This design comes from an exercise in tuning for small area and a short achievable clock period on the open sky130 flow, not from production work.
At most, simulation tests tie the RTL to the original design; equivalence was not proved.
The RTL of run 3 was laid out without a check of its function.
Power and IR drop assume default switching activity.

==> design.v <==
package trace_pkg;
  localparam int CLS_W   = 5;
  localparam int NUM_CLS = 17;
endpackage
module trace_classify (
  input  logic [5:0]  opcode,
  input  logic [5:0]  funct,
  output logic [16:0] dec,
  output logic [4:0]  cls
);
  logic rt;
  assign rt      = (opcode == 6'd0);
  assign dec[0]  = rt & (funct == 6'd32);
  assign dec[1]  = rt & (funct == 6'd34);
  assign dec[2]  = rt & (funct == 6'd36);
  assign dec[3]  = rt & (funct == 6'd37);
  assign dec[4]  = rt & (funct == 6'd2);
  assign dec[5]  = rt & (funct == 6'd42);
  assign dec[6]  = rt & (funct == 6'd8);
  assign dec[7]  = rt & (funct == 6'd0);
  assign dec[8]  = rt & (funct == 6'd27);
  assign dec[9]  = rt & (funct == 6'd16);
  assign dec[10] = rt & (funct == 6'd18);
  assign dec[11] = (opcode == 6'd35);
  assign dec[12] = (opcode == 6'd43);
  assign dec[13] = (opcode == 6'd13);
  assign dec[14] = (opcode == 6'd4);
  assign dec[15] = (opcode == 6'd2);
  assign dec[16] = ~|dec[15:0];
  always_comb begin
    cls = 5'd16;
    for (int k = 0; k < 16; k++)
      if (dec[k]) cls = 5'(k);
  end
endmodule
module trace_cnt_rd (
  input  logic [271:0] cnt,
  input  logic [16:0]  dec,
  input  logic         live,
  output logic [15:0]  cur
);
  always_comb begin
    cur = '0;
    for (int k = 0; k < 17; k++)
      cur = cur | (cnt[16*k +: 16] & {16{dec[k] & live}});
  end
endmodule
module trace_sat_inc (
  input  logic [15:0] cur,
  output logic [15:0] nxt
);
  assign nxt = (cur + 16'd1) | {16{&cur}};
endmodule
module trace_sel_dec (
  input  logic [4:0]  sel,
  input  logic        live,
  output logic [16:0] oh
);
  logic [3:0] lo;
  logic [4:0] hi;
  always_comb begin
    for (int i = 0; i < 4; i++) lo[i] = (sel[1:0] == 2'(i));
    for (int j = 0; j < 5; j++) hi[j] = (sel[4:2] == 3'(j)) & live;
    for (int k = 0; k < 17; k++) oh[k] = hi[k / 4] & lo[k % 4];
  end
endmodule
module trace_cnt_mux (
  input  logic [271:0] cnt,
  input  logic [16:0]  oh,
  output logic [15:0]  val
);
  always_comb begin
    val = '0;
    for (int k = 0; k < 17; k++)
      val = val | (cnt[16*k +: 16] & {16{oh[k]}});
  end
endmodule
module trace_fifo (
  input  logic        clk,
  input  logic        rst,
  input  logic        clr,
  input  logic        push,
  input  logic        ready,
  input  logic [84:0] wdata,
  output logic        valid,
  output logic [84:0] rdata,
  output logic [4:0]  level,
  output logic        overflow,
  output logic [15:0] drop_cnt
);
  logic [84:0] head_q;
  logic [84:0] buf_q [15];
  logic [84:0] head_d;
  logic [3:0]  bw_q, br_q;
  logic [4:0]  lvl_q;
  logic        ovf_q;
  logic [15:0] drop_q;
  logic        full, pop, acc, drop;
  logic        lvl0, lvl1;
  logic        head_in, head_buf, buf_wr;
  assign valid    = |lvl_q;
  assign full     = lvl_q[4];
  assign lvl0     = ~valid;
  assign lvl1     = (lvl_q == 5'd1);
  assign pop      = valid & ready & ~clr;
  assign acc      = push & ~clr & (~full | ready);
  assign drop     = push & ~clr & full & ~ready;
  assign level    = lvl_q;
  assign overflow = ovf_q;
  assign drop_cnt = drop_q;
  assign rdata    = head_q;
  assign head_in  = acc & (lvl0 | (lvl1 & pop));
  assign head_buf = pop & ~lvl0 & ~lvl1;
  assign buf_wr   = acc & ~head_in;
  always_ff @(posedge clk or negedge rst) begin
    if (!rst) begin
      bw_q   <= '0;
      br_q   <= '0;
      lvl_q  <= '0;
      ovf_q  <= 1'b0;
      drop_q <= '0;
    end else if (clr) begin
      bw_q   <= '0;
      br_q   <= '0;
      lvl_q  <= '0;
      ovf_q  <= 1'b0;
      drop_q <= '0;
    end else begin
      if (buf_wr)   bw_q <= (bw_q == 4'd14) ? 4'd0 : bw_q + 4'd1;
      if (head_buf) br_q <= (br_q == 4'd14) ? 4'd0 : br_q + 4'd1;
      if (acc & ~pop) lvl_q <= lvl_q + 5'd1;
      else if (pop & ~acc) lvl_q <= lvl_q - 5'd1;
      if (drop) begin
        ovf_q <= 1'b1;
        if (drop_q != 16'hffff) drop_q <= drop_q + 16'd1;
      end
    end
  end
  for (genvar k = 0; k < 15; k++) begin : g_ent
    always_ff @(posedge clk) begin
      if (buf_wr && bw_q == 4'(k)) buf_q[k] <= wdata;
    end
  end
  logic [15*85-1:0] buf_flat;
  logic [14:0]      rsel;
  for (genvar k = 0; k < 15; k++) begin : g_rd
    assign buf_flat[85*k +: 85] = buf_q[k];
    assign rsel[k] = head_buf & (br_q == 4'(k));
  end
  trace_rec_mux u_rmux (
    .ent   (buf_flat),
    .sel   (rsel),
    .in    (wdata),
    .in_en (head_in),
    .rec   (head_d)
  );
  always_ff @(posedge clk) begin
    if (head_in | head_buf) head_q <= head_d;
  end
endmodule
module trace_rec_mux (
  input  logic [15*85-1:0] ent,
  input  logic [14:0]      sel,
  input  logic [84:0]      in,
  input  logic             in_en,
  output logic [84:0]      rec
);
  always_comb begin
    rec = in & {85{in_en}};
    for (int k = 0; k < 15; k++)
      rec = rec | (ent[85*k +: 85] & {85{sel[k]}});
  end
endmodule
import trace_pkg::*;
module instr_trace_unit #(
  parameter int PC_W     = 32,
  parameter int DATA_W   = 32,
  parameter int DEPTH    = 16,
  parameter int STAMP_W  = 16,
  parameter int CNT_W    = 16,
  parameter int OVR_MODE = 0
) (
  input  logic                   clk,
  input  logic                   rst,
  input  logic                   en,
  input  logic                   clr,
  input  logic                   ret_valid,
  input  logic [PC_W-1:0]        ret_pc,
  input  logic [5:0]             ret_opcode,
  input  logic [5:0]             ret_funct,
  input  logic [DATA_W-1:0]      ret_wd,
  output logic                   tr_valid,
  input  logic                   tr_ready,
  output logic [PC_W-1:0]        tr_pc,
  output logic [4:0]             tr_class,
  output logic [DATA_W-1:0]      tr_wd,
  output logic [STAMP_W-1:0]     tr_stamp,
  output logic [$clog2(DEPTH):0] level,
  output logic                   overflow,
  output logic [CNT_W-1:0]       drop_cnt,
  input  logic [4:0]             cnt_sel,
  output logic [CNT_W-1:0]       cnt_val
);
  logic [15:0] stamp_q;
  logic        live_q;
  logic        push;
  logic [16:0] dec;
  logic [4:0]  cls;
  logic [84:0] rec_out;
  always_ff @(posedge clk or negedge rst) begin
    if (!rst) stamp_q <= '0;
    else      stamp_q <= stamp_q + 16'd1;
  end
  always_ff @(posedge clk or negedge rst) begin
    if (!rst) live_q <= 1'b0;
    else      live_q <= 1'b1;
  end
  assign push = en & ret_valid;
  trace_classify u_cls (
    .opcode (ret_opcode),
    .funct  (ret_funct),
    .dec    (dec),
    .cls    (cls)
  );
  logic [15:0]  cnt_q [17];
  logic [271:0] cnt_flat;
  logic [15:0]  cur, nxt;
  logic         wr, zero;
  for (genvar k = 0; k < 17; k++) begin : g_flat
    assign cnt_flat[16*k +: 16] = cnt_q[k];
  end
  trace_cnt_rd u_crd (
    .cnt  (cnt_flat),
    .dec  (dec),
    .live (live_q),
    .cur  (cur)
  );
  trace_sat_inc u_inc (
    .cur (cur),
    .nxt (nxt)
  );
  assign wr   = push & ~clr;
  assign zero = clr | ~live_q;
  for (genvar k = 0; k < 17; k++) begin : g_cnt
    always_ff @(posedge clk) begin
      if ((wr & dec[k]) | zero)
        cnt_q[k] <= nxt & {16{wr & dec[k]}};
    end
  end
  logic [16:0] sel_oh;
  trace_sel_dec u_sdec (
    .sel  (cnt_sel),
    .live (live_q),
    .oh   (sel_oh)
  );
  trace_cnt_mux u_cmux (
    .cnt  (cnt_flat),
    .oh   (sel_oh),
    .val  (cnt_val)
  );
  trace_fifo u_fifo (
    .clk      (clk),
    .rst      (rst),
    .clr      (clr),
    .push     (push),
    .ready    (tr_ready),
    .wdata    ({stamp_q, ret_pc, cls, ret_wd}),
    .valid    (tr_valid),
    .rdata    (rec_out),
    .level    (level),
    .overflow (overflow),
    .drop_cnt (drop_cnt)
  );
  assign {tr_stamp, tr_pc, tr_class, tr_wd} = rec_out;
endmodule
==> flow/run.sh <==
#!/bin/bash
# Own layout flow: the standard ORFS flow (standard.sh), with three
# changes passed as make variables:
#  - slow 4-high-stack OR/NOR cells are added to the don't-use list, for
#    synthesis and for the resizer alike;
#  - ports are buffered with the smallest buffer (the resizer upsizes any
#    that timing needs) instead of a delay cell;
#  - clock tree synthesis inserts no dummy loads.
# Each step's full output goes to a log file in the folder this runs in.
set -euo pipefail
PLAT="sky130_fd_sc_hd__probe_p_8 sky130_fd_sc_hd__probec_p_8 sky130_fd_sc_hd__lpflow_bleeder_1 sky130_fd_sc_hd__lpflow_clkbufkapwr_1 sky130_fd_sc_hd__lpflow_clkbufkapwr_16 sky130_fd_sc_hd__lpflow_clkbufkapwr_2 sky130_fd_sc_hd__lpflow_clkbufkapwr_4 sky130_fd_sc_hd__lpflow_clkbufkapwr_8 sky130_fd_sc_hd__lpflow_clkinvkapwr_1 sky130_fd_sc_hd__lpflow_clkinvkapwr_16 sky130_fd_sc_hd__lpflow_clkinvkapwr_2 sky130_fd_sc_hd__lpflow_clkinvkapwr_4 sky130_fd_sc_hd__lpflow_clkinvkapwr_8 sky130_fd_sc_hd__lpflow_decapkapwr_12 sky130_fd_sc_hd__lpflow_decapkapwr_3 sky130_fd_sc_hd__lpflow_decapkapwr_4 sky130_fd_sc_hd__lpflow_decapkapwr_6 sky130_fd_sc_hd__lpflow_decapkapwr_8 sky130_fd_sc_hd__lpflow_inputiso0n_1 sky130_fd_sc_hd__lpflow_inputiso0p_1 sky130_fd_sc_hd__lpflow_inputiso1n_1 sky130_fd_sc_hd__lpflow_inputiso1p_1 sky130_fd_sc_hd__lpflow_inputisolatch_1 sky130_fd_sc_hd__lpflow_isobufsrc_1 sky130_fd_sc_hd__lpflow_isobufsrc_16 sky130_fd_sc_hd__lpflow_isobufsrc_2 sky130_fd_sc_hd__lpflow_isobufsrc_4 sky130_fd_sc_hd__lpflow_isobufsrc_8 sky130_fd_sc_hd__lpflow_isobufsrckapwr_16 sky130_fd_sc_hd__lpflow_lsbuf_lh_hl_isowell_tap_1 sky130_fd_sc_hd__lpflow_lsbuf_lh_hl_isowell_tap_2 sky130_fd_sc_hd__lpflow_lsbuf_lh_hl_isowell_tap_4 sky130_fd_sc_hd__lpflow_lsbuf_lh_isowell_4 sky130_fd_sc_hd__lpflow_lsbuf_lh_isowell_tap_1 sky130_fd_sc_hd__lpflow_lsbuf_lh_isowell_tap_2 sky130_fd_sc_hd__lpflow_lsbuf_lh_isowell_tap_4"
SLOW=""
for c in or4 or4b or4bb nor4 nor4b nor4bb; do
  for s in 1 2 4; do SLOW="$SLOW sky130_fd_sc_hd__${c}_${s}"; done
done
VARS=(
  "DONT_USE_CELLS=$PLAT$SLOW"
  "BUFFER_PORTS_ARGS=-buffer_cell sky130_fd_sc_hd__buf_1"
)
if [[ -f flow/cts_args.txt ]]; then VARS+=("CTS_ARGS=$(cat flow/cts_args.txt)"); fi
bash standard.sh synth "${VARS[@]}" > synth.log 2>&1
bash standard.sh finish "${VARS[@]}" > layout.log 2>&1
==> flow/cts_args.txt <==
-sink_clustering_enable -repair_clock_nets -dont_use_dummy_load -sink_clustering_size 30 -sink_clustering_max_diameter 80 -buf_list sky130_fd_sc_hd__clkbuf_16
==> standard.sh <==
#!/bin/bash
# synth_recipe.tcl (not shown) runs the flow's synth.tcl, then flattens the netlist and writes it again
# the make line also repeats each setting of config.mk as NAME=value (left out here)
make -C /OpenROAD-flow-scripts/flow DESIGN_CONFIG=/design/flow/config.mk WORK_HOME=/design/flow/orfs CLKGATE_MAP_FILE= SYNTH_SCRIPT=/design/flow/synth_recipe.tcl "${@:-finish}"
==> config.mk <==
export PLATFORM = sky130hd
export DESIGN_NAME = instr_trace_unit
export DESIGN_NICKNAME = instr_trace_unit
export VERILOG_FILES = /design/flow/design.v
export SDC_FILE = /design/flow/constraint.sdc
export NUM_CORES = 4
export LEC_CHECK = 0
export CAP_MARGIN = 20
export CORE_MARGIN = 2
export CORE_UTILIZATION = 55
export PLACE_DENSITY = 0.7
export SETUP_SLACK_MARGIN = 2.1
export SLEW_MARGIN = 20
export SYNTH_HIERARCHICAL = 1
export TNS_END_PERCENT = 5
==> constraint.sdc <==
create_clock -name core_clock -period 5.5 [get_ports {clk}]
set_input_delay 1.1000 -clock core_clock [delete_from_list [all_inputs] [get_ports {clk}]]
set_output_delay 1.1000 -clock core_clock [all_outputs]
set_load 0.01 [all_outputs]
==> results of run 1 <==
-- cell usage after synthesis, drive strengths merged (17+ instances only) --
cell and n:
nand3 56, clkbuf 155, nand2 87, a22oi 144
nor2 64, o21a 17, edfxtp 1632, nor3 27
a222oi 32, nand4 122, and3 298, o21ai 19
buf 149, dfrtp 47, a22o 373, a221oi 388
-- sequential cells by signal, summed over array words and instances (netlist names) --
name	cells
u_fifo.ovf_q	1
u_fifo.drop_q	16
stamp_q	16
u_fifo.lvl_q	5
u_fifo.head_q	85
u_fifo.buf_q	1275
cnt_q	272
u_fifo.bw_q	4
live_q	1
u_fifo.br_q	4
-- layer usage --
layer  GRT usage (%)  wire (um)
met1            40.3      69800
met2            47.3      89700
met3            6.29      22800
met4            10.1       7750
met5               0        103
-- cells by family after synthesis --
logic type	Yosys count	synth area share [%]
DFF	1679	76.6
buffers and inverters	316	2.67
muxes	6	0.107
adders and majority gates	7	0.134
AOI/OAI and AO/OA	1042	13.6
xor gates and xnor gates	27	0.393
other	1	0.00572
and+or+nand+nor	732	6.52
-- worst paths after layout --
kind | startpoint | to | slack (ns) | cells after the start
worst max-delay path | live_q$_DFF_PN0_ | cnt_val[10] | 1.64 | 9
worst min-delay path | u_fifo.ovf_q$_DFFE_PN0P_ | u_fifo.ovf_q$_DFFE_PN0P_ | 0.50 | 2
worst max register to register | u_fifo.lvl_q[4]$_DFFE_PN0P_ | u_fifo.head_q[82]$_DFFE_PP_ | 2.26 | 9
worst min register to register | u_fifo.ovf_q$_DFFE_PN0P_ | u_fifo.ovf_q$_DFFE_PN0P_ | 0.50 | 2
max in group asynchronous | rst | live_q$_DFF_PN0_ | 4.46 | 2
min in group asynchronous | rst | u_fifo.drop_q[4]$_DFFE_PN0P_ | 0.54 | 2
-- power groups by stage --
| stage | sequential [uW] | combinational, uW | clock [uW] |
|---|---|---|---|
| after floorplan | 15100 | 989 | 0 |
| after global placement | 15000 | 1920 | 0 |
| after detailed placement | 15000 | 1950 | 0 |
| after CTS | 14800 | 2000 | 6150 |
| after global routing | 14800 | 2270 | 6540 |
| final | 14800 | 2140 | 6110 |
-- metrics by stage --
stage          worst slack (ns)  total power [uW]  util (%)  hold slack, ns  area, sq um
6_report                   1.64             23000      62.3           0.495        73600
5_1_grt                    1.61             23600      62.3           0.560        73600
4_1_cts                    1.72             22900      60.9           0.507        72000
3_5_place_dp              0.120             17000      58.0           0.495        68500
3_3_place_gp              0.259             17000      58.0           0.481        68500
2_1_floorplan             0.784             16100         -           0.520        65700
-- worst min-delay path: cells and delay by family (launching register included) --
kind | cells | cell delay, ns
DFF | 1 | 0.33
and+or+nand+nor | 2 | 0.12
-- area by class of cell --
cell class              count  area [sq um]  area share (%)
diodes                      5          12.5          0.0170
clock buffers              74          1850            2.52
flip-flops and latches   1679         50200            68.2
repair buffers            514          4590            6.23
multi-input cells        1824         15000            20.3
inverters                  12          48.8          0.0663
well taps                1536          1920            2.61
-- repair_timing --
| action | 4_1_cts | 5_1_grt |
|---|---|---|
| setup endpoints to repair | 526 | 924 |
| gates cloned | 14 | 16 |
| hold buffers | 0 | 0 |
| pin swaps | 55 | 79 |
| buffers inserted | 66 | 77 |
| resized for setup | 201 | 173 |
-- Yosys stat by module, one instance, submodules excluded --
| module | copies in the design | flops+latches |
|---|---|---|
| trace_sel_dec | 1 | 0 |
| instr_trace_unit | 1 | 289 |
| trace_cnt_rd | 1 | 0 |
| trace_classify | 1 | 0 |
| trace_fifo | 1 | 1390 |
| trace_rec_mux | 1 | 0 |
| trace_sat_inc | 1 | 0 |
| trace_cnt_mux | 1 | 0 |
==> run summary, run 1 <==
root buffer selected by CTS=clkbuf_16; DR DRC count=0; Rel. slew slack=23.8%; Layout Cells excl Fill=5644; cells along the critical path=buf_4 > nand4bb_4 > nor2_4 > buf_8 > a22o_1 > a221oi_2 > and3_1 > nand3_1 > clkbuf_2; clock latency on the worst-skew pair=0.68 ns; CTS tree=built; leakage=0.0249 uW; DP Cell Count=5392; I/O pin count=211; cts bufs inserted=74; min cycle time layout=3.86 ns; ys flop type=edfxtp_1; Setup Viol. Count Final=0; worst hold path class=register to register; Worst-Margin Slew=1.14 ns; startpoint types=register; Synth cell types=83; Worst-path clk slew=0.11 ns; H-tree depth=3; Clock Tree Buf Depth=3; fillers=8175; CP Buf/Inv Count=3; drt via density=7.25; number of flops mapped to enable cells by yosys=1632; Async S/R FF share, synth=2.80%; RSZ-0062 raised after global routing=yes; YS warnings=15; final period utilization=70.2%; Clock power frac=26.5%; pwr/cell area=313 nW/um^2; CP max FO=8; VDD IR max=290 uV; post-detail-place hpwl=91800 um; share of power burned in registers=64.2%; commonest non-fill, non-tap cell in the layout=edfxtp_1; WL/cell=33.7 um; Gate power share=9.3%; CP max stage delay=0.52 ns; routability congestion estimate=0.931; Slew Limit Fails=0; port buffer count=210; cell taking the most area after synthesis=edfxtp_1; Sw Ratio=23.5%; Antenna Violating Nets Remaining=0; Cells after Synth=3810; aggregate global routing overflow=0; P_sw=5410 uW; share of layout cells above drive strength 1=16.0%; routed wire length=190000 um; status=timing/DRC/antenna clean; die width=349 um; Final Net Count=4199; Slowest-stage cell, CP=dfrtp_2; cell area after synthesis=65500 sq um; Synth Register Bits=1679; routed via count=40900; site row count=126; Fin Clk Skew=0.0879 ns; top post-synthesis cells by area=edfxtp_1 75%, a221oi_1 5.0%, a22o_1 5.0%; starting density of the core=55.5%; setup_tns=0 ns; crit path DAT=2.76 ns; critical path class=register to output pin; Max Cap Viol=0; CTS sink cnt=1679; final hold violations=0; Syn Nets=3904; Total Routing Usage GR=29.5%; Post-Syn Area per Cell=17.2 sq um; initial DRC count=6436; initial antenna violation count=12; Die H=349 um; area share of the largest cell type after synthesis=74.8%; die area=122000 sq um; first-pass GRT wire length=263000 um; Internal=17600 uW; DR pass1 iterations=9; CP endpoint kind=output pin; largest net degree at the start of global routing=156; vias in the first global route=38700; Layout area overhead=12.2%; delay-heaviest family, CP=simple AND/OR/NAND/NOR gates; core area=118000 sq um; highest clock rate=0.259 GHz; Critical Path RT=4.40 ns; Seq/Total Area, Yosys=76.6%; most frequent cells in the layout=1632 x edfxtp_1, 373 x a22o_1, 350 x a221oi_1
==> inputs of run 2 (changes only) <==
--- a/flow/run.sh
+++ b/flow/run.sh
@@ -1,12 +1,16 @@
 #!/bin/bash
-# Own layout flow: the standard ORFS flow (standard.sh), with three
+# Own layout flow: the standard ORFS flow (standard.sh), with these
 # changes passed as make variables:
+#  - the counter read port (modules trace_sel_dec and trace_cnt_mux, pure
+#    combinational logic with no registers) is given as a hand-mapped
+#    sky130 gate netlist written by flow/gen_mux.py, in place of its RTL;
 #  - slow 4-high-stack OR/NOR cells are added to the don't-use list, for
 #    synthesis and for the resizer alike;
 #  - ports are buffered with the smallest buffer (the resizer upsizes any
 #    that timing needs) instead of a delay cell;
-#  - clock tree synthesis inserts no dummy loads.
+#  - clock tree synthesis inserts no dummy loads (flow/cts_args.txt).
 # Each step's full output goes to a log file in the folder this runs in.
 set -euo pipefail
+python3 flow/gen_mux.py design.v design_mapped.v > gen_mux.log 2>&1
 PLAT="sky130_fd_sc_hd__probe_p_8 sky130_fd_sc_hd__probec_p_8 sky130_fd_sc_hd__lpflow_bleeder_1 sky130_fd_sc_hd__lpflow_clkbufkapwr_1 sky130_fd_sc_hd__lpflow_clkbufkapwr_16 sky130_fd_sc_hd__lpflow_clkbufkapwr_2 sky130_fd_sc_hd__lpflow_clkbufkapwr_4 sky130_fd_sc_hd__lpflow_clkbufkapwr_8 sky130_fd_sc_hd__lpflow_clkinvkapwr_1 sky130_fd_sc_hd__lpflow_clkinvkapwr_16 sky130_fd_sc_hd__lpflow_clkinvkapwr_2 sky130_fd_sc_hd__lpflow_clkinvkapwr_4 sky130_fd_sc_hd__lpflow_clkinvkapwr_8 sky130_fd_sc_hd__lpflow_decapkapwr_12 sky130_fd_sc_hd__lpflow_decapkapwr_3 sky130_fd_sc_hd__lpflow_decapkapwr_4 sky130_fd_sc_hd__lpflow_decapkapwr_6 sky130_fd_sc_hd__lpflow_decapkapwr_8 sky130_fd_sc_hd__lpflow_inputiso0n_1 sky130_fd_sc_hd__lpflow_inputiso0p_1 sky130_fd_sc_hd__lpflow_inputiso1n_1 sky130_fd_sc_hd__lpflow_inputiso1p_1 sky130_fd_sc_hd__lpflow_inputisolatch_1 sky130_fd_sc_hd__lpflow_isobufsrc_1 sky130_fd_sc_hd__lpflow_isobufsrc_16 sky130_fd_sc_hd__lpflow_isobufsrc_2 sky130_fd_sc_hd__lpflow_isobufsrc_4 sky130_fd_sc_hd__lpflow_isobufsrc_8 sky130_fd_sc_hd__lpflow_isobufsrckapwr_16 sky130_fd_sc_hd__lpflow_lsbuf_lh_hl_isowell_tap_1 sky130_fd_sc_hd__lpflow_lsbuf_lh_hl_isowell_tap_2 sky130_fd_sc_hd__lpflow_lsbuf_lh_hl_isowell_tap_4 sky130_fd_sc_hd__lpflow_lsbuf_lh_isowell_4 sky130_fd_sc_hd__lpflow_lsbuf_lh_isowell_tap_1 sky130_fd_sc_hd__lpflow_lsbuf_lh_isowell_tap_2 sky130_fd_sc_hd__lpflow_lsbuf_lh_isowell_tap_4"
 SLOW=""
@@ -15,4 +19,5 @@
 done
 VARS=(
+  "VERILOG_FILES=$PWD/design_mapped.v"
   "DONT_USE_CELLS=$PLAT$SLOW"
   "BUFFER_PORTS_ARGS=-buffer_cell sky130_fd_sc_hd__buf_1"
==> flow/cts_args.txt (replaced) <==
-sink_clustering_enable -repair_clock_nets -dont_use_dummy_load -sink_clustering_size 25 -sink_clustering_max_diameter 70 -buf_list sky130_fd_sc_hd__clkbuf_16
==> flow/gen_mux.py (new file) <==
#!/usr/bin/env python3
"""Write gate-level (sky130_fd_sc_hd) versions of trace_sel_dec and
trace_cnt_mux, and splice them into a design file in place of the RTL ones.
usage: gen_mux.py design_in.v design_out.v"""
import re, sys

P = 'sky130_fd_sc_hd__'

def cell(lines, kind, name, **pins):
    conn = ', '.join('.%s(%s)' % (k, v) for k, v in pins.items())
    lines.append('  %s%s %s (%s);' % (P, kind, name, conn))

def sel_dec():
    L = ['module trace_sel_dec (', '  input  wire [4:0]  sel,', '  input  wire        live,',
         '  output wire [16:0] oh', ');']
    L.append('  wire [4:0] sn;')
    L.append('  wire [7:0] a;')
    L.append('  wire [2:0] b;')
    for i in range(5):
        cell(L, 'inv_1', 'u_sn%d' % i, A='sel[%d]' % i, Y='sn[%d]' % i)
    lit = lambda i, v: ('sel[%d]' % i) if v else ('sn[%d]' % i)
    for m in range(8):
        cell(L, 'nand3_1', 'u_a%d' % m, A=lit(0, m & 1), B=lit(1, (m >> 1) & 1),
             C=lit(2, (m >> 2) & 1), Y='a[%d]' % m)
    for j, (b3, b4) in enumerate([(0, 0), (1, 0), (0, 1)]):
        cell(L, 'nand3_1', 'u_b%d' % j, A=lit(3, b3), B=lit(4, b4), C='live', Y='b[%d]' % j)
    for k in range(17):
        cell(L, 'nor2_1', 'u_oh%d' % k, A='a[%d]' % (k % 8), B='b[%d]' % (k // 8), Y='oh[%d]' % k)
    L.append('endmodule')
    return '\n'.join(L) + '\n'

def cnt_mux():
    L = ['module trace_cnt_mux (', '  input  wire [271:0] cnt,', '  input  wire [16:0]  oh,',
         '  output wire [15:0]  val', ');']
    for i in range(16):
        L.append('  wire [8:0] t%d;' % i)
        L.append('  wire [2:0] u%d;' % i)
        L.append('  wire v%d;' % i)
        c = lambda k: 'cnt[%d]' % (16 * k + i)
        for m in range(8):
            cell(L, 'a22oi_1', 'u_t%d_%d' % (i, m), A1='oh[%d]' % (2 * m), A2=c(2 * m),
                 B1='oh[%d]' % (2 * m + 1), B2=c(2 * m + 1), Y='t%d[%d]' % (i, m))
        cell(L, 'nand2_1', 'u_t%d_8' % i, A='oh[16]', B=c(16), Y='t%d[8]' % i)
        for g in range(3):
            cell(L, 'nand3_1', 'u_u%d_%d' % (i, g), A='t%d[%d]' % (i, 3 * g),
                 B='t%d[%d]' % (i, 3 * g + 1), C='t%d[%d]' % (i, 3 * g + 2), Y='u%d[%d]' % (i, g))
        cell(L, 'nor3_1', 'u_v%d' % i, A='u%d[0]' % i, B='u%d[1]' % i, C='u%d[2]' % i, Y='v%d' % i)
        cell(L, 'inv_1', 'u_o%d' % i, A='v%d' % i, Y='val[%d]' % i)
    L.append('endmodule')
    return '\n'.join(L) + '\n'

def splice(src, name, body):
    m = re.search(r'^module\s+%s\b.*?^endmodule\b[^\n]*\n' % name, src, re.S | re.M)
    if not m:
        sys.exit('module %s not found' % name)
    return src[:m.start()] + body + src[m.end():]

if __name__ == '__main__':
    src = open(sys.argv[1]).read()
    src = splice(src, 'trace_sel_dec', sel_dec())
    src = splice(src, 'trace_cnt_mux', cnt_mux())
    open(sys.argv[2], 'w').write(src)
==> run 2 against run 1 <==
Effect of this change: synthesized cell count up 0.52%; die area down 0.28%; sequential power about the same; global-route usage down 0.40 points; flip-flop and latch count unchanged; total power up 3.3%; routed wire length down 2.4%; worst setup slack better by 0.041 ns.
==> run summary, run 2 <==
status=timing/DRC/antenna clean; I/O pin count=211; Worst-Margin Slew=1.10 ns; Synth cell types=81; ys flop type=edfxtp_1; final hold violations=0; most frequent cells after synthesis=1632 x edfxtp_1, 357 x a22o_1, 353 x a221oi_1, 281 x and3_1, 208 x a22oi_1; Clock Tree Buf Depth=3; site row count=126; Die H=349 um; max reg flops=1275; crit path DAT=2.72 ns; aggregate global routing overflow=0; post-detail-place hpwl=93200 um; drt via density=7.17; Synth Register Bits=1679; Async S/R FF share, synth=2.80%; die width=349 um; cts bufs inserted=97; cells along the critical path=buf_2 > inv_2 > nand3_2 > nor2_2 > clkbuf_4 > a22oi_1 > nand3_1 > nor3_2 > inv_1 > buf_1; Layout area overhead=12.2%; hold_buf cts=0; root buffer selected by CTS=clkbuf_16; Setup Viol. Count Final=0; highest clock rate=0.262 GHz; port buffer count=210; routed wire length=186000 um; Slowest-stage cell, CP=clkbuf_4; top post-synthesis cells by area=edfxtp_1 75%, a22o_1 4.8%, a221oi_1 4.7%; CP Buf/Inv Count=5; Cells after Synth=3830; Hold Slack=0.496 ns; CP max stage delay=0.34 ns; Max Cap Viol=0; Antenna Violating Nets Remaining=0; routed via count=40700; startpoint types=input pin; most frequent cells in the layout=1632 x edfxtp_1, 357 x a22o_1, 353 x a221oi_1; number of flops mapped to enable cells by yosys=1632; critical path class=input pin to output pin; CP max FO=8; Post-Syn Area per Cell=17.1 sq um; Largest Register=u_fifo.buf_q; Seq/Total Area, Yosys=76.8%; largest net degree at the start of global routing=86; Sw Ratio=23.2%; setup_tns=0 ns; count leader, synth=edfxtp_1; Internal=18300 uW; WL/cell=32.7 um; Critical Path RT=4.40 ns; cell taking the most area after synthesis=edfxtp_1; Worst-path clk slew=0.05 ns; P_sw=5510 uW; Slew Limit Fails=0; share of power burned in registers=62.0%; DR pass1 iterations=6; Clock power frac=29.3%; cell area after synthesis=65400 sq um; DR DRC count=0; min cycle time layout=3.82 ns; initial DRC count=6220; Final Net Count=4230; worst hold path class=register to register; H-tree depth=3; starting density of the core=55.4%; Fin Clk Skew=0.0919 ns; RSZ-0062 raised after global routing=yes; YS warnings=13; pwr/cell area=324 nW/um^2; Syn Nets=3924; share of layout cells above drive strength 1=14.7%; routability congestion estimate=0.922; vias in the first global route=38800; CP endpoint kind=output pin; first-pass GRT wire length=261000 um; clock latency on the worst-skew pair=0.73 ns; final period utilization=69.4%; Total Routing Usage GR=29.1%; VDD IR max=339 uV; biggest regs=u_fifo.buf_q: 1275 flops, cnt_q: 272 flops, u_fifo.head_q: 85 flops; Gate power share=8.7%; leakage=0.0248 uW; Rel. slew slack=26.8%; area share of the largest cell type after synthesis=75.0%; delay-heaviest family, CP=buffers and inverters; initial antenna violation count=9; core area=118000 sq um; commonest non-fill, non-tap cell in the layout=edfxtp_1; CTS tree=built; die area=122000 sq um; CTS sink cnt=1679
## run 2: cell types whose count changed in the layout (fill, tap and decap cells not counted), sizes merged, moves of 3 or more
cell,previous run,this run
a221oi,388,356
a222oi,32,16
a22o,373,357
a22oi,144,208
and3,298,282
buf,494,455
clkbuf,90,112
diode,5,2
inv,11,33
nand2,91,88
nand2b,14,8
nand3,56,99
nor2,64,69
nor3,27,38
## run 2: worst min-delay path: stages (launching register included)
cell     delay, ns
dfrtp_1       0.33
nor2_1        0.05
nor2_1        0.07
## run 2: per-module statistics from Yosys (local to each module, per instance)
module,flip-flops and latches,cell area (sq um),copies in the design
trace_sel_dec,0,138,1
trace_cnt_rd,0,1490,1
trace_fifo,1390,43000,1
trace_rec_mux,0,7160,1
trace_sat_inc,0,363,1
trace_cnt_mux,0,1400,1
instr_trace_unit,289,11300,1
trace_classify,0,514,1
## run 2: per-layer routing
metal  global-route usage, %  vias to the layer above  wire, um
li1                        -                    16700         -
met1                    41.5                    20600     71500
met3                    5.54                      465     21600
met4                    9.07                        8      6290
met5                       0                        -        55
met2                    45.7                     2851     86200
## run 2: cells by family after synthesis
logic type	count (synthesis)	synth area share, %
AOI/OAI and AO/OA	1042	13.4
xor gates and xnor gates	27	0.394
adders and majority gates	7	0.134
buffers and inverters	303	2.49
DFF	1679	76.8
muxes	6	0.107
other	1	0.00574
and+or+nand+nor	765	6.68
## run 2: cell type report
| class | instances | area [sq um] |
|---|---|---|
| inverters | 33 | 124 |
| flip-flops and latches | 1679 | 50200 |
| diodes | 2 | 5.00 |
| multi-input cells | 1853 | 14800 |
| clock buffers | 97 | 2430 |
| well taps | 1536 | 1920 |
| fillers | 8248 | 44600 |
| repair buffers | 472 | 3900 |
## run 2: final timing paths
kind	from	slack (ns)	depth (start not counted)	endpoint
worst min register to register	u_fifo.ovf_q$_DFFE_PN0P_	0.50	2	u_fifo.ovf_q$_DFFE_PN0P_
worst max-delay path	cnt_sel[1]	1.68	10	cnt_val[13]
min in group asynchronous	rst	0.54	2	stamp_q[11]$_DFF_PN0_
max in group asynchronous	rst	4.46	2	live_q$_DFF_PN0_
worst max register to register	u_fifo.lvl_q[1]$_DFFE_PN0P_	2.00	8	u_fifo.head_q[10]$_DFFE_PP_
worst min-delay path	u_fifo.ovf_q$_DFFE_PN0P_	0.50	2	u_fifo.ovf_q$_DFFE_PN0P_
## run 2: power groups by stage
stage | clock (uW) | combinational (uW) | sequential, uW
floorplan | 0 | 984 | 15100
global placement | 0 | 1940 | 15000
detailed placement | 0 | 1960 | 15000
CTS | 7010 | 2000 | 14800
global route | 7450 | 2200 | 14800
finish | 6960 | 2060 | 14800
## run 2: repair_timing
item | 4_1_cts | 5_1_grt
buffers inserted | 15 | 72
gates resized for setup | 111 | 213
cloned | 7 | 16
pin swaps | 15 | 62
endpoints found under the setup margin | 783 | 1170
## run 2: metrics by stage
step | worst slack [ns] | std cells | util, % | instance area, sq um | power [uW]
floorplan | 0.784 | 3830 | - | 65500 | 16000
global placement | 0.340 | 5463 | 58.2 | 68600 | 17000
detailed placement | 0.292 | 5463 | 58.2 | 68600 | 17000
CTS | 1.83 | 5582 | 60.8 | 71700 | 23800
global route | 1.72 | 5672 | 62.2 | 73400 | 24400
finish | 1.68 | 5672 | 62.2 | 73400 | 23800
==> inputs of run 3 (changes only) <==
--- a/design.v
+++ b/design.v
@@ -33,22 +33,4 @@
       if (dec[k]) cls = 5'(k);
   end
-endmodule
-module trace_cnt_rd (
-  input  logic [271:0] cnt,
-  input  logic [16:0]  dec,
-  input  logic         live,
-  output logic [15:0]  cur
-);
-  always_comb begin
-    cur = '0;
-    for (int k = 0; k < 17; k++)
-      cur = cur | (cnt[16*k +: 16] & {16{dec[k] & live}});
-  end
-endmodule
-module trace_sat_inc (
-  input  logic [15:0] cur,
-  output logic [15:0] nxt
-);
-  assign nxt = (cur + 16'd1) | {16{&cur}};
 endmodule
 module trace_sel_dec (
@@ -223,28 +205,29 @@
     .cls    (cls)
   );
-  logic [15:0]  cnt_q [17];
-  logic [271:0] cnt_flat;
-  logic [15:0]  cur, nxt;
-  logic         wr, zero;
-  for (genvar k = 0; k < 17; k++) begin : g_flat
-    assign cnt_flat[16*k +: 16] = cnt_q[k];
-  end
-  trace_cnt_rd u_crd (
-    .cnt  (cnt_flat),
-    .dec  (dec),
-    .live (live_q),
-    .cur  (cur)
-  );
-  trace_sat_inc u_inc (
-    .cur (cur),
-    .nxt (nxt)
-  );
+  logic [15:0] cnt_q [17];
+  logic        wr, zero;
   assign wr   = push & ~clr;
   assign zero = clr | ~live_q;
   for (genvar k = 0; k < 17; k++) begin : g_cnt
+    logic [16:0] c;
+    logic        inc;
+    assign c[0] = 1'b1;
+    for (genvar i = 0; i < 16; i++) begin : g_c
+      assign c[i+1] = c[i] & cnt_q[k][i];
+    end
+    assign inc = wr & dec[k] & ~c[16];
     always_ff @(posedge clk) begin
-      if ((wr & dec[k]) | zero)
-        cnt_q[k] <= nxt & {16{wr & dec[k]}};
-    end
+      if (zero | (inc & c[0]))
+        cnt_q[k][0] <= zero ? (wr & dec[k]) : ~cnt_q[k][0];
+    end
+    for (genvar i = 1; i < 16; i++) begin : g_b
+      always_ff @(posedge clk) begin
+        if (zero | (inc & c[i])) cnt_q[k][i] <= ~zero & ~cnt_q[k][i];
+      end
+    end
+  end
+  logic [271:0] cnt_flat;
+  for (genvar k = 0; k < 17; k++) begin : g_flat
+    assign cnt_flat[16*k +: 16] = cnt_q[k];
   end
   logic [16:0] sel_oh;
==> run 3 against run 2 <==
Effect of this change: global-route usage decreased by 1.1 points; routed wire length decreased by 2.2%; still clean; sequential power about the same; first-iteration DRC count decreased by 2.4%; highest routed layer unchanged.
==> run summary, run 3 <==
Post-Syn Area per Cell=15.4 sq um; Synth Area in Adders=0.112%; min cycle time layout=3.76 ns; status=timing/DRC/antenna clean; multi-input logic area=16700 sq um; DP Area=70500 sq um; FF-to-FF path depth=9; routed wire length=182000 um; biggest regs=u_fifo.buf_q: 1275 flops, cnt_q: 272 flops, u_fifo.head_q: 85 flops; setup slack, reg-to-reg=2.14 ns; CTS sink cnt=1679; CTS tree=built; Synth Area in Compound Gates=13.5%; routability congestion estimate=0.959; core area=122000 sq um; VDD IR max=324 uV; final period utilization=68.4%; setup_tns=0 ns; worst hold path class=register to register; cell area after synthesis=67200 sq um; top post-synthesis cells by area=edfxtp_1 73%, a22o_1 4.5%, a221oi_1 4.4%; drt via density=6.87; max reg flops=1275; pwr/cell area=325 nW/um^2; FF/Latch Area=50200 sq um; root buffer selected by CTS=clkbuf_16; number of flops mapped to enable cells by yosys=1632; Largest Register=u_fifo.buf_q; area share of the largest cell type after synthesis=72.9%; cts bufs inserted=96; Syn Nets=4451; Seq/Total Area, Yosys=74.6%; Rel. slew slack=23.5%; Fin Clk Skew=0.0906 ns; fraction of synthesized area in multiplexers=0.218%; largest net degree at the start of global routing=115; post-detail-place hpwl=99400 um; Setup Viol. Count Final=0; Total Routing Usage GR=28.0%; hold_buf cts=0; XOR/XNOR Fraction of Synth Area=0.266%; startpoint types=input pin; HP Start=u_fifo.ovf_q$_DFFE_PN0P_; Worst-Margin Slew=1.14 ns; DR DRC count=0; highest clock rate=0.266 GHz; Die H=354 um; Util after Layout=61.5%; r2r endpoint=u_fifo.head_q[46]$_DFFE_PP_; clock latency on the worst-skew pair=0.73 ns; crit path DAT=2.66 ns; die area=125000 sq um; Final Net Count=4676; cell taking the most area after synthesis=edfxtp_1; cells along the critical path=buf_8 > clkinvlp_4 > nand3_4 > nor2_4 > buf_16 > a22oi_2 > nand3_2 > nor3_4 > inv_1 > buf_1; aggregate global routing overflow=0; routed via count=42600; YS warnings=12; fillers=8771; H-tree depth=3; Async S/R FF share, synth=2.80%; initial DRC count=6073; Max Cap Viol=0; Critical Path RT=4.40 ns; cell area after layout=74800 sq um; Clock Tree Buf Depth=3; CP max FO=8; Setup crit start=cnt_sel[0]; final worst setup slack=1.74 ns; most frequent cells after synthesis=1632 x edfxtp_1, 368 x nor2_1, 342 x a22o_1, 340 x a221oi_1, 238 x nand2_1; Antenna Violating Nets Remaining=0; vias in the first global route=39900; FF-to-FF Start=u_fifo.lvl_q[0]$_DFFE_PN0P_; Worst-path clk slew=0.06 ns; die width=354 um; DR pass1 iterations=6; share of layout cells above drive strength 1=11.6%; leakage=0.0243 uW; Layout area overhead=11.2%; starting density of the core=55.3%; site row count=128; final hold violations=0; CP max stage delay=0.25 ns; I/O pin count=211; Cells after Synth=4358; commonest non-fill, non-tap cell in the layout=edfxtp_1; count leader, synth=edfxtp_1; Synth cell types=87; WL/cell=29.2 um; most frequent cells in the layout=1632 x edfxtp_1, 342 x a22o_1, 340 x a221oi_1; first-pass GRT wire length=262000 um; Slew Limit Fails=0; initial antenna violation count=12; Synth Area in Simple Gates=8.97%; crit path capture=cnt_val[13]; critical path class=input pin to output pin; Synth Register Bits=1679; CP endpoint kind=output pin; pre-CTS setup slack=1.16 ns; port buffer count=210; Slowest-stage cell, CP=nor3_4; ys flop type=edfxtp_1; largest family of logic cells by synthesized area=compound AO/OA/AOI/OAI gates; RSZ-0062 raised after global routing=yes
run 3: modules after synthesis (local to each module, per instance):
module            area, sq um  cells
instr_trace_unit        15000   1494
trace_classify            514     76
trace_cnt_mux            1400    224
trace_fifo              43000   1622
trace_rec_mux            7160    909
trace_sel_dec             138     33
run 3: power breakdown:
part / internal [uW] / switching (uW) / total, uW
sequential: 14600 / 500 / 15100
clock: 3090 / 3820 / 6910
combinational: 742 / 1480 / 2220
total: 18500 / 5800 / 24300
run 3: logic make-up after synthesis:
kind of cell / after synthesis
compound gates: 1141
xor+xnor: 18
fa+ha+maj: 6
buf+inv: 328
flops: 1679
mux: 13
other cells: 1
simple gates: 1172
run 3: layer usage:
layer	vias to the layer above	wire length, um	track usage [%]
li1	18100	-	-
met1	21800	70900	39.6
met2	2370	87200	45.2
met3	336	17900	4.42
met4	16	5390	8.30
met5	-	104	0
run 3: worst max-delay path: cells and delay by family:
kind / cells / cell delay [ns]
AO/OA/AOI/OAI: 1 / 0.21
buffers and inverters: 5 / 0.62
AND/OR/NAND/NOR: 4 / 0.72
run 3: timing repair:
item                       in CTS  in global routing
pin swaps                      45                 35
gates cloned                    3                  2
gates resized for setup       135                 73
setup endpoints to repair     372                931
buffers inserted               43                 19
run 3: worst min path at each step:
stage                     slack [ns]                         end  depth (start not counted)
final                           0.51    u_fifo.ovf_q$_DFFE_PN0P_                          2
after global placement          0.49    u_fifo.ovf_q$_DFFE_PN0P_                          2
after floorplan                 0.52  u_fifo.head_q[0]$_DFFE_PP_                          2
after detailed placement        0.50    u_fifo.ovf_q$_DFFE_PN0P_                          2
after global routing            0.56    u_fifo.ovf_q$_DFFE_PN0P_                          2
after CTS                       0.51    u_fifo.ovf_q$_DFFE_PN0P_                          2
run 3: stage by stage:
step,hold slack [ns],total power (uW),cells
2_1_floorplan,0.520,16400,4358
3_3_place_gp,0.487,17500,6043
6_report,0.509,24300,6208
5_1_grt,0.557,25000,6208
4_1_cts,0.511,24200,6185
3_5_place_dp,0.498,17500,6043
run 3: area by class of cell:
cell class	count	area share, %
sequential	1679	67.1
multi-input combinational	2352	22.3
timing repair buffer	370	4.14
clock buffer	96	3.21
tap	1625	2.72
inverter	84	0.435
antenna	2	0.00670
==> inputs of run 4 (changes only) <==
--- a/design.v
+++ b/design.v
@@ -210,19 +210,9 @@
   assign zero = clr | ~live_q;
   for (genvar k = 0; k < 17; k++) begin : g_cnt
-    logic [16:0] c;
-    logic        inc;
-    assign c[0] = 1'b1;
-    for (genvar i = 0; i < 16; i++) begin : g_c
-      assign c[i+1] = c[i] & cnt_q[k][i];
-    end
-    assign inc = wr & dec[k] & ~c[16];
+    logic inc;
+    assign inc = wr & dec[k] & ~(&cnt_q[k]);
     always_ff @(posedge clk) begin
-      if (zero | (inc & c[0]))
-        cnt_q[k][0] <= zero ? (wr & dec[k]) : ~cnt_q[k][0];
-    end
-    for (genvar i = 1; i < 16; i++) begin : g_b
-      always_ff @(posedge clk) begin
-        if (zero | (inc & c[i])) cnt_q[k][i] <= ~zero & ~cnt_q[k][i];
-      end
+      if (zero) cnt_q[k] <= {15'd0, wr & dec[k]};
+      else      cnt_q[k] <= cnt_q[k] + {15'd0, inc};
     end
   end
--- a/flow/run.sh
+++ b/flow/run.sh
@@ -2,6 +2,7 @@
 # Own layout flow: the standard ORFS flow (standard.sh), with these
 # changes passed as make variables:
-#  - the counter read port (modules trace_sel_dec and trace_cnt_mux, pure
-#    combinational logic with no registers) is given as a hand-mapped
+#  - the counter read port (modules trace_sel_dec and trace_cnt_mux) and
+#    the head-record select (trace_rec_mux), pure
+#    combinational logic with no registers, are given as a hand-mapped
 #    sky130 gate netlist written by flow/gen_mux.py, in place of its RTL;
 #  - slow 4-high-stack OR/NOR cells are added to the don't-use list, for
--- a/flow/gen_mux.py
+++ b/flow/gen_mux.py
@@ -50,4 +50,24 @@
     return '\n'.join(L) + '\n'
 
+def rec_mux():
+    L = ['module trace_rec_mux (', '  input  wire [15*85-1:0] ent,', '  input  wire [14:0]      sel,',
+         '  input  wire [84:0]      in,', '  input  wire             in_en,',
+         '  output wire [84:0]      rec', ');']
+    for b in range(85):
+        L.append('  wire [5:0] x%d;' % b)
+        L.append('  wire [1:0] y%d;' % b)
+        terms = [('in_en', 'in[%d]' % b)] + [('sel[%d]' % k, 'ent[%d]' % (85 * k + b)) for k in range(15)]
+        for g in range(5):
+            (a1, a2), (b1, b2), (c1, c2) = terms[3 * g:3 * g + 3]
+            cell(L, 'a222oi_1', 'u_x%d_%d' % (b, g), A1=a1, A2=a2, B1=b1, B2=b2, C1=c1, C2=c2,
+                 Y='x%d[%d]' % (b, g))
+        cell(L, 'nand2_1', 'u_x%d_5' % b, A=terms[15][0], B=terms[15][1], Y='x%d[5]' % b)
+        for g in range(2):
+            cell(L, 'nand3_1', 'u_y%d_%d' % (b, g), A='x%d[%d]' % (b, 3 * g), B='x%d[%d]' % (b, 3 * g + 1),
+                 C='x%d[%d]' % (b, 3 * g + 2), Y='y%d[%d]' % (b, g))
+        cell(L, 'or2_1', 'u_r%d' % b, A='y%d[0]' % b, B='y%d[1]' % b, X='rec[%d]' % b)
+    L.append('endmodule')
+    return '\n'.join(L) + '\n'
+
 def splice(src, name, body):
     m = re.search(r'^module\s+%s\b.*?^endmodule\b[^\n]*\n' % name, src, re.S | re.M)
@@ -60,3 +80,4 @@
     src = splice(src, 'trace_sel_dec', sel_dec())
     src = splice(src, 'trace_cnt_mux', cnt_mux())
+    src = splice(src, 'trace_rec_mux', rec_mux())
     open(sys.argv[2], 'w').write(src)
--- a/config.mk
+++ b/config.mk
@@ -10,6 +10,6 @@
 export CORE_UTILIZATION = 55
 export PLACE_DENSITY = 0.7
-export SETUP_SLACK_MARGIN = 2.1
+export SETUP_SLACK_MARGIN = 1.9
 export SLEW_MARGIN = 20
 export SYNTH_HIERARCHICAL = 1
-export TNS_END_PERCENT = 5
+export TNS_END_PERCENT = 100
==> run 4 against run 3 <==
Effect of this change: critical path depth did not move; global-route usage rose by 0.66 points; total power fell by 7.5%; combinational power fell by 34%; fmax rose by 0.96%; synthesized area fell by 4.9%; worst setup slack improved by 0.036 ns; largest cell class unchanged.
==> run summary, run 4 <==
power after layout=22400 uW; post-detail-place hpwl=93500 um; die area=119000 sq um; cell area after synthesis=63900 sq um; ys flop type=edfxtp_1; HP Start=u_fifo.ovf_q$_DFFE_PN0P_; clock latency on the worst-skew pair=0.74 ns; Hold Crit Depth=2; highest clock rate=0.268 GHz; pre-CTS setup slack=1.33 ns; multi-input logic area=17000 sq um; core area=116000 sq um; FF-to-FF path depth=9; initial DRC count=6784; VDD IR max=327 uV; share of layout cells above drive strength 1=9.57%; Max Cap Viol=0; Post-Syn Area per Cell=15.4 sq um; pwr/cell area=316 nW/um^2; Min-Delay Endpoint=u_fifo.ovf_q$_DFFE_PN0P_; Syn Nets=4282; startpoint types=input pin; YS warnings=11; Worst-Margin Slew=1.08 ns; critical path class=input pin to output pin; Worst-path clk slew=0.05 ns; final hold violations=0; Util after Layout=61.4%; I/O pin count=211; final period utilization=67.8%; CTS tree=built; FF/Latch Area=47500 sq um; biggest regs=u_fifo.buf_q: 1275 flops, cnt_q: 272 flops, u_fifo.head_q: 85 flops; routed via count=40800; CP endpoint kind=output pin; max reg flops=1275; Fin Clk Skew=0.129 ns; RSZ-0062 raised after global routing=yes; Async S/R FF share, synth=2.80%; setup slack, reg-to-reg=2.03 ns; r2r endpoint=u_fifo.head_q[20]$_DFFE_PP_; crit path DAT=2.63 ns; number of flops mapped to enable cells by yosys=1360; drt via density=6.79; Clock Tree Buf Depth=3; site row count=125; Setup crit start=cnt_sel[3]; WL/cell=29.0 um; Critical Path RT=4.40 ns; Setup Viol. Count Final=0; CTS sink cnt=1679; Seq/Total Area, Yosys=74.3%; leakage=0.0233 uW; worst hold path class=register to register; vias in the first global route=37900; initial antenna violation count=18; routed wire length=174000 um; Largest Register=u_fifo.buf_q; Die H=345 um; port buffer count=210; Hold Slack=0.492 ns; first-pass GRT wire length=251000 um; root buffer selected by CTS=clkbuf_16; cell taking the most area after synthesis=edfxtp_1; Cells after Synth=4150; Antenna Violating Nets Remaining=0; H-tree depth=3; commonest non-fill, non-tap cell in the layout=edfxtp_1; FF-to-FF Start=u_fifo.lvl_q[4]$_DFFE_PN0P_; die width=345 um; cts bufs inserted=94; Slew Limit Fails=0; DR DRC count=0; Synth Register Bits=1679; most frequent cells after synthesis=1360 x edfxtp_1, 425 x a222oi_1, 357 x nand3_1, 302 x nor2_1, 272 x dfxtp_1; count leader, synth=edfxtp_1; top post-synthesis cells by area=edfxtp_1 64%, dfxtp_1 8.5%, a222oi_1 6.7%; aggregate global routing overflow=0; min cycle time layout=3.73 ns; starting density of the core=55.2%; Rel. slew slack=28.2%; largest net degree at the start of global routing=117; status=timing/DRC/antenna clean; DR pass1 iterations=10; CP max FO=16; setup_tns=0 ns; Synth cell types=88; final worst setup slack=1.77 ns; most frequent cells in the layout=1360 x edfxtp_1, 425 x a222oi_1, 329 x nand3_1; fillers=8539; Final Net Count=4606; area share of the largest cell type after synthesis=63.9%; Total Routing Usage GR=28.6%; Layout area overhead=11.2%; routability congestion estimate=1.02
[run 4: worst max path at each step]
stage                                               to  slack (ns)  depth (start not counted)
final                                       cnt_val[6]        1.77                         10
after global routing                        cnt_val[7]        1.76                         10
after floorplan           u_fifo.buf_q[0][0]$_DFFE_PP_        0.86                          7
after detailed placement                    cnt_val[1]        1.33                          9
after global placement     u_fifo.head_q[68]$_DFFE_PP_        1.42                          9
after CTS                                   cnt_val[3]        1.87                         10
[run 4: power breakdown]
part	switching [uW]	total (uW)	leakage (uW)	internal, uW
Combinational	1040	1460	0.00668	418
Clock	3730	6760	0.00116	3030
Sequential	194	14200	0.0155	14000
[run 4: per-module statistics from Yosys, one instance, submodules excluded]
| module | flip-flops and latches | area, sq um | cells inside | times used |
|---|---|---|---|---|
| instr_trace_unit | 289 | 13000 | 1450 | 1 |
| trace_classify | 0 | 514 | 76 | 1 |
| trace_cnt_mux | 0 | 1400 | 224 | 1 |
| trace_fifo | 1390 | 42900 | 1602 | 1 |
| trace_rec_mux | 0 | 5960 | 765 | 1 |
| trace_sel_dec | 0 | 138 | 33 | 1 |
[run 4: metal layers]
| layer | global-route usage (%) | routed length, um | vias up |
|---|---|---|---|
| met5 | 0 | 67 | - |
| met4 | 9.74 | 5580 | 12 |
| met3 | 5.96 | 20400 | 313 |
| met2 | 44.2 | 80700 | 2387 |
| met1 | 40.8 | 67400 | 20500 |
| li1 | - | - | 17600 |
[run 4: cell families (layout without fill, tap and decap cells)]
logic type,after synthesis,count (layout),share of synthesized area [%]
flops,1679,1679,74.3
simple gates,1339,1341,10.8
compound gates,727,727,9.96
xor+xnor,227,227,3.12
buf+inv,129,449,0.900
fa+ha+maj,45,45,0.881
mux,3,3,0.0470
other cells,1,13,0.00587
[run 4: timing repair]
action | in CTS | in global routing
setup buffers | 2 | 16
hold buffers | 0 | 0
pin swaps | 24 | 28
setup endpoints to repair | 16 | 94
cloned | 0 | 3
gates resized for setup | 146 | 29
[run 4: area by class of cell]
cell class	count	area share [%]
diodes	12	0.0422
clock buffers	94	3.31
inverters	33	0.185
multi-input cells	2344	23.9
flip-flops and latches	1679	66.8
well taps	1524	2.68
repair buffers	322	3.15
[run 4: critical path: stages]
cell     delay [ns]
buf_2          0.11
inv_1          0.08
nand3_4        0.16
nor2_1         0.12
buf_6          0.18
a22oi_1        0.25
nand3_2        0.20
nor3_2         0.23
inv_1          0.06
buf_1          0.13
[run 4: stage by stage]
stage / instance area, sq um / std cells
3_5_place_dp: 67700 / 5881
5_1_grt: 71100 / 6004
4_1_cts: 70700 / 5977
6_report: 71100 / 6008
2_1_floorplan: 64200 / 4150
3_3_place_gp: 67700 / 5881
==> inputs of run 5 (changes only) <==
--- a/flow/run.sh
+++ b/flow/run.sh
@@ -6,5 +6,6 @@
 #    combinational logic with no registers, are given as a hand-mapped
 #    sky130 gate netlist written by flow/gen_mux.py, in place of its RTL;
-#  - slow 4-high-stack OR/NOR cells are added to the don't-use list, for
+#  - slow 4-high-stack OR/NOR cells and low-power inverters are added to
+#    the don't-use list, for
 #    synthesis and for the resizer alike;
 #  - ports are buffered with the smallest buffer (the resizer upsizes any
@@ -19,4 +20,5 @@
   for s in 1 2 4; do SLOW="$SLOW sky130_fd_sc_hd__${c}_${s}"; done
 done
+SLOW="$SLOW sky130_fd_sc_hd__clkinvlp_2 sky130_fd_sc_hd__clkinvlp_4"
 VARS=(
   "VERILOG_FILES=$PWD/design_mapped.v"
--- a/flow/gen_mux.py
+++ b/flow/gen_mux.py
@@ -18,13 +18,13 @@
     L.append('  wire [2:0] b;')
     for i in range(5):
-        cell(L, 'inv_1', 'u_sn%d' % i, A='sel[%d]' % i, Y='sn[%d]' % i)
+        cell(L, 'inv_2', 'u_sn%d' % i, A='sel[%d]' % i, Y='sn[%d]' % i)
     lit = lambda i, v: ('sel[%d]' % i) if v else ('sn[%d]' % i)
     for m in range(8):
-        cell(L, 'nand3_1', 'u_a%d' % m, A=lit(0, m & 1), B=lit(1, (m >> 1) & 1),
+        cell(L, 'nand3_2', 'u_a%d' % m, A=lit(0, m & 1), B=lit(1, (m >> 1) & 1),
              C=lit(2, (m >> 2) & 1), Y='a[%d]' % m)
     for j, (b3, b4) in enumerate([(0, 0), (1, 0), (0, 1)]):
-        cell(L, 'nand3_1', 'u_b%d' % j, A=lit(3, b3), B=lit(4, b4), C='live', Y='b[%d]' % j)
+        cell(L, 'nand3_4', 'u_b%d' % j, A=lit(3, b3), B=lit(4, b4), C='live', Y='b[%d]' % j)
     for k in range(17):
-        cell(L, 'nor2_1', 'u_oh%d' % k, A='a[%d]' % (k % 8), B='b[%d]' % (k // 8), Y='oh[%d]' % k)
+        cell(L, 'nor2_4', 'u_oh%d' % k, A='a[%d]' % (k % 8), B='b[%d]' % (k // 8), Y='oh[%d]' % k)
     L.append('endmodule')
     return '\n'.join(L) + '\n'
@@ -36,5 +36,4 @@
         L.append('  wire [8:0] t%d;' % i)
         L.append('  wire [2:0] u%d;' % i)
-        L.append('  wire v%d;' % i)
         c = lambda k: 'cnt[%d]' % (16 * k + i)
         for m in range(8):
@@ -43,8 +42,7 @@
         cell(L, 'nand2_1', 'u_t%d_8' % i, A='oh[16]', B=c(16), Y='t%d[8]' % i)
         for g in range(3):
-            cell(L, 'nand3_1', 'u_u%d_%d' % (i, g), A='t%d[%d]' % (i, 3 * g),
-                 B='t%d[%d]' % (i, 3 * g + 1), C='t%d[%d]' % (i, 3 * g + 2), Y='u%d[%d]' % (i, g))
-        cell(L, 'nor3_1', 'u_v%d' % i, A='u%d[0]' % i, B='u%d[1]' % i, C='u%d[2]' % i, Y='v%d' % i)
-        cell(L, 'inv_1', 'u_o%d' % i, A='v%d' % i, Y='val[%d]' % i)
+            cell(L, 'and3_1', 'u_u%d_%d' % (i, g), A='t%d[%d]' % (i, 3 * g),
+                 B='t%d[%d]' % (i, 3 * g + 1), C='t%d[%d]' % (i, 3 * g + 2), X='u%d[%d]' % (i, g))
+        cell(L, 'nand3_2', 'u_o%d' % i, A='u%d[0]' % i, B='u%d[1]' % i, C='u%d[2]' % i, Y='val[%d]' % i)
     L.append('endmodule')
     return '\n'.join(L) + '\n'
==> run 5 against run 4 <==
Effect of this change: combinational power grew 3%; core utilization grew 0.13 points; highest routed layer unchanged; still clean; clock skew decreased by 0.071 ns; via count is 0.82% lower; critical path depth decreased by 1; synthesized area up 0.45%; flip-flop and latch count stayed put.
==> run summary, run 5 <==
commonest non-fill, non-tap cell in the layout=edfxtp_1; Synth Register Bits=1679; core area=116000 sq um; CTS tree=built; DR WL met3=15900 um; DR pass1 iterations=10; cells along the critical path=clkbuf_4 > inv_4 > nand3_4 > nor2_4 > buf_12 > a22oi_1 > and3_1 > nand3_2 > clkbuf_2; final period utilization=66.2%; die width=346 um; first-pass GRT wire length=247000 um; vias in the first global route=38700; Async S/R FF share, synth=2.80%; RSZ-0062 raised after global routing=yes; Total Routing Usage GR=27.1%; drt via density=6.72; Rel. slew slack=26.2%; DP Cell Count=5872; I/O pin count=211; most frequent cells after synthesis=1360 x edfxtp_1, 425 x a222oi_1, 298 x nand3_1, 285 x nor2_1, 272 x dfxtp_1; cts bufs inserted=95; delay-heaviest family, CP=simple AND/OR/NAND/NOR gates; Synth cell types=90; fillers=8501; number of flops mapped to enable cells by yosys=1360; aggregate global routing overflow=0; crit path DAT=2.54 ns; Critical Path RT=4.40 ns; Worst-path clk slew=0.06 ns; final worst setup slack=1.86 ns; CP endpoint kind=output pin; CTS sink cnt=1679; Antenna Violating Nets Remaining=0; DR DRC count=0; leakage=0.0233 uW; Final Net Count=4627; largest net degree at the start of global routing=99; root buffer selected by CTS=clkbuf_16; status=timing/DRC/antenna clean; Max Used Layer=met5; Die H=346 um; Post-Syn Area per Cell=15.5 sq um; ys flop type=edfxtp_1; top post-synthesis cells by area=edfxtp_1 64%, dfxtp_1 8.5%, a222oi_1 6.6%; cell taking the most area after synthesis=edfxtp_1; Syn Nets=4266; met2 routed WL=78900 um; critical path class=input pin to output pin; YS warnings=11; site row count=125; Setup Viol. Count Final=0; Hold Slack=0.505 ns; worst hold path class=register to register; CP Buf/Inv Count=4; Worst-Margin Slew=1.11 ns; routability congestion estimate=0.900; pwr/cell area=316 nW/um^2; startpoint types=input pin; CP max stage delay=0.23 ns; Slew Limit Fails=0; starting density of the core=55.3%; CP max FO=8; Util after Layout=61.6%; Max Cap Viol=0; VDD IR max=356 uV; routed wire length=167000 um; setup_tns=0 ns; count leader, synth=edfxtp_1; Clock Tree Buf Depth=3; Largest Register=u_fifo.buf_q; WL/cell=27.7 um; H-tree depth=3; min cycle time layout=3.64 ns; initial antenna violation count=6; max reg flops=1275; Layout Cells excl Fill=6019; die area=119000 sq um; final hold violations=0; Seq/Total Area, Yosys=73.9%; biggest regs=u_fifo.buf_q: 1275 flops, cnt_q: 272 flops, u_fifo.head_q: 85 flops; cell area after synthesis=64200 sq um; Slowest-stage cell, CP=nor2_4; Cells after Synth=4134; initial DRC count=6743; met1 WL=67700 um; Fin Clk Skew=0.0579 ns; port buffer count=210; hold_buf cts=0; share of layout cells above drive strength 1=10.1%; most frequent cells in the layout=1360 x edfxtp_1, 425 x a222oi_1, 297 x nand3_1; post-detail-place hpwl=92400 um; highest clock rate=0.275 GHz; pre-CTS setup slack=1.40 ns; Layout area overhead=11.3%; clock latency on the worst-skew pair=0.68 ns; area share of the largest cell type after synthesis=63.6%; routed via count=40500
[run 5: changes by cell type in the layout (fill, tap and decap cells not counted), moves of 16 or more]
cell / before / now
a22oi_2: 78 / 34
and3_4: 0 / 23
and3_1: 48 / 72
buf_4: 56 / 88
buf_1: 204 / 188
a22oi_1: 51 / 95
inv_1: 27 / 10
nand3_1: 329 / 297
[run 5: worst min-delay path, stage by stage (launching register included)]
cell and delay (ns):
dfxtp_1 0.33, nand2_1 0.06, mux2i_1 0.06
[run 5: final timing paths]
kind	slack, ns	depth (start not counted)	to	start
worst min-delay path	0.50	2	cnt_q[1][15]$_SDFF_PP0_	cnt_q[1][15]$_SDFF_PP0_
min in group asynchronous	0.55	2	stamp_q[6]$_DFF_PN0_	rst
worst min register to register	0.50	2	cnt_q[1][15]$_SDFF_PP0_	cnt_q[1][15]$_SDFF_PP0_
worst max register to register	2.09	10	u_fifo.head_q[48]$_DFFE_PP_	u_fifo.lvl_q[4]$_DFFE_PN0P_
worst max-delay path	1.86	9	cnt_val[1]	cnt_sel[2]
max in group asynchronous	4.41	2	live_q$_DFF_PN0_	rst
[run 5: final cells by class]
cell class	count	area, sq um	share of cell area, %
flip-flops and latches	1679	47500	66.4
diodes	2	5.00	0.00701
inverters	17	78.8	0.110
well taps	1524	1910	2.67
repair buffers	357	2700	3.78
multi-input cells	2345	16900	23.7
clock buffers	95	2380	3.33
[run 5: per-layer routing]
metal	vias to the layer above	track usage (%)
li1	17600	-
met1	20400	38.9
met2	2177	43.9
met3	282	3.95
met4	8	7.30
met5	-	0
[run 5: metrics by stage]
stage	power (uW)	area, sq um
after floorplan	15200	64500
after global placement	15900	68000
after detailed placement	16000	68000
after CTS	22700	71000
after global routing	23200	71400
final	22600	71400
[run 5: timing repair]
action	4_1_cts	5_1_grt
endpoints found under the hold margin	0	0
resized for setup	84	36
setup endpoints to repair	34	83
buffers inserted	25	20
cloned	2	3
pin swaps	28	19
[run 5: cells by family (layout without fill, tap and decap cells)]
group	Yosys count	after routing	synth area share, %
other	1	3	0.00584
buffers and inverters	113	469	0.803
and+or+nand+nor	1339	1342	11.3
xor gates and xnor gates	227	227	3.11
DFF	1679	1679	73.9
AOI/OAI and AO/OA	727	727	9.91
adders and majority gates	45	45	0.877
muxes	3	3	0.0468
[run 5: power breakdown]
group / total [uW] / internal (uW) / leakage, uW / switching (uW)
clock network: 6840 / 3060 / 0.00117 / 3780
logic: 1500 / 454 / 0.00666 / 1050
registers: 14200 / 14000 / 0.0155 / 198
total: 22600 / 17500 / 0.0233 / 5030
[run 5: Yosys stat by module (local to each module, per instance)]
module            cell area (sq um)  copies in the design
instr_trace_unit              13000                     1
trace_cnt_mux                  1480                     1
trace_fifo                    42900                     1
trace_sel_dec                   343                     1
trace_classify                  514                     1
trace_rec_mux                  5960                     1

==> what the ideal ports hide <==
The results above use ideal ports. As a check the final layouts listed here were re-extracted and re-timed, cells and wires unchanged. Step 1 sets driving cells, clkbuf_16 on the clock port and buf_2 on the other inputs (assumed; they add their load-dependent delay and slew). Step 2, shift: input delay + t, output delay - t, t = (earliest + latest rising clock arrival at the registers) / 2. This alone moves slack from input paths to output paths. a / b / c = no drivers / after step 1 / after step 2; a / b = the first two.
run | shift t [ns] | setup slack, ns | clock arrival spread, ns | worst slew at a driven data input, ns | pins driven straight from the clock port
run 1 | 0.734 | 1.642 / 1.563 / 1.129 | 0.121 / 0.121 | 0.11 | 1
run 2 | 0.756 | 1.683 / 1.652 / 1.047 | 0.092 / 0.092 | 0.12 | 1
run 3 | 0.758 | 1.737 / 1.678 / 1.104 | 0.103 / 0.103 | 0.13 | 1
run 4 | 0.748 | 1.773 / 1.748 / 1.324 | 0.128 / 0.128 | 0.21 | 1
run 5 | 0.750 | 1.861 / 1.818 / 1.375 | 0.104 / 0.103 | 0.18 | 1
After both steps setup and hold are still met in every run listed. For run 2, which loses most, drivers alone change the setup slack by -0.031 ns; drivers and shift together by -0.636 ns.
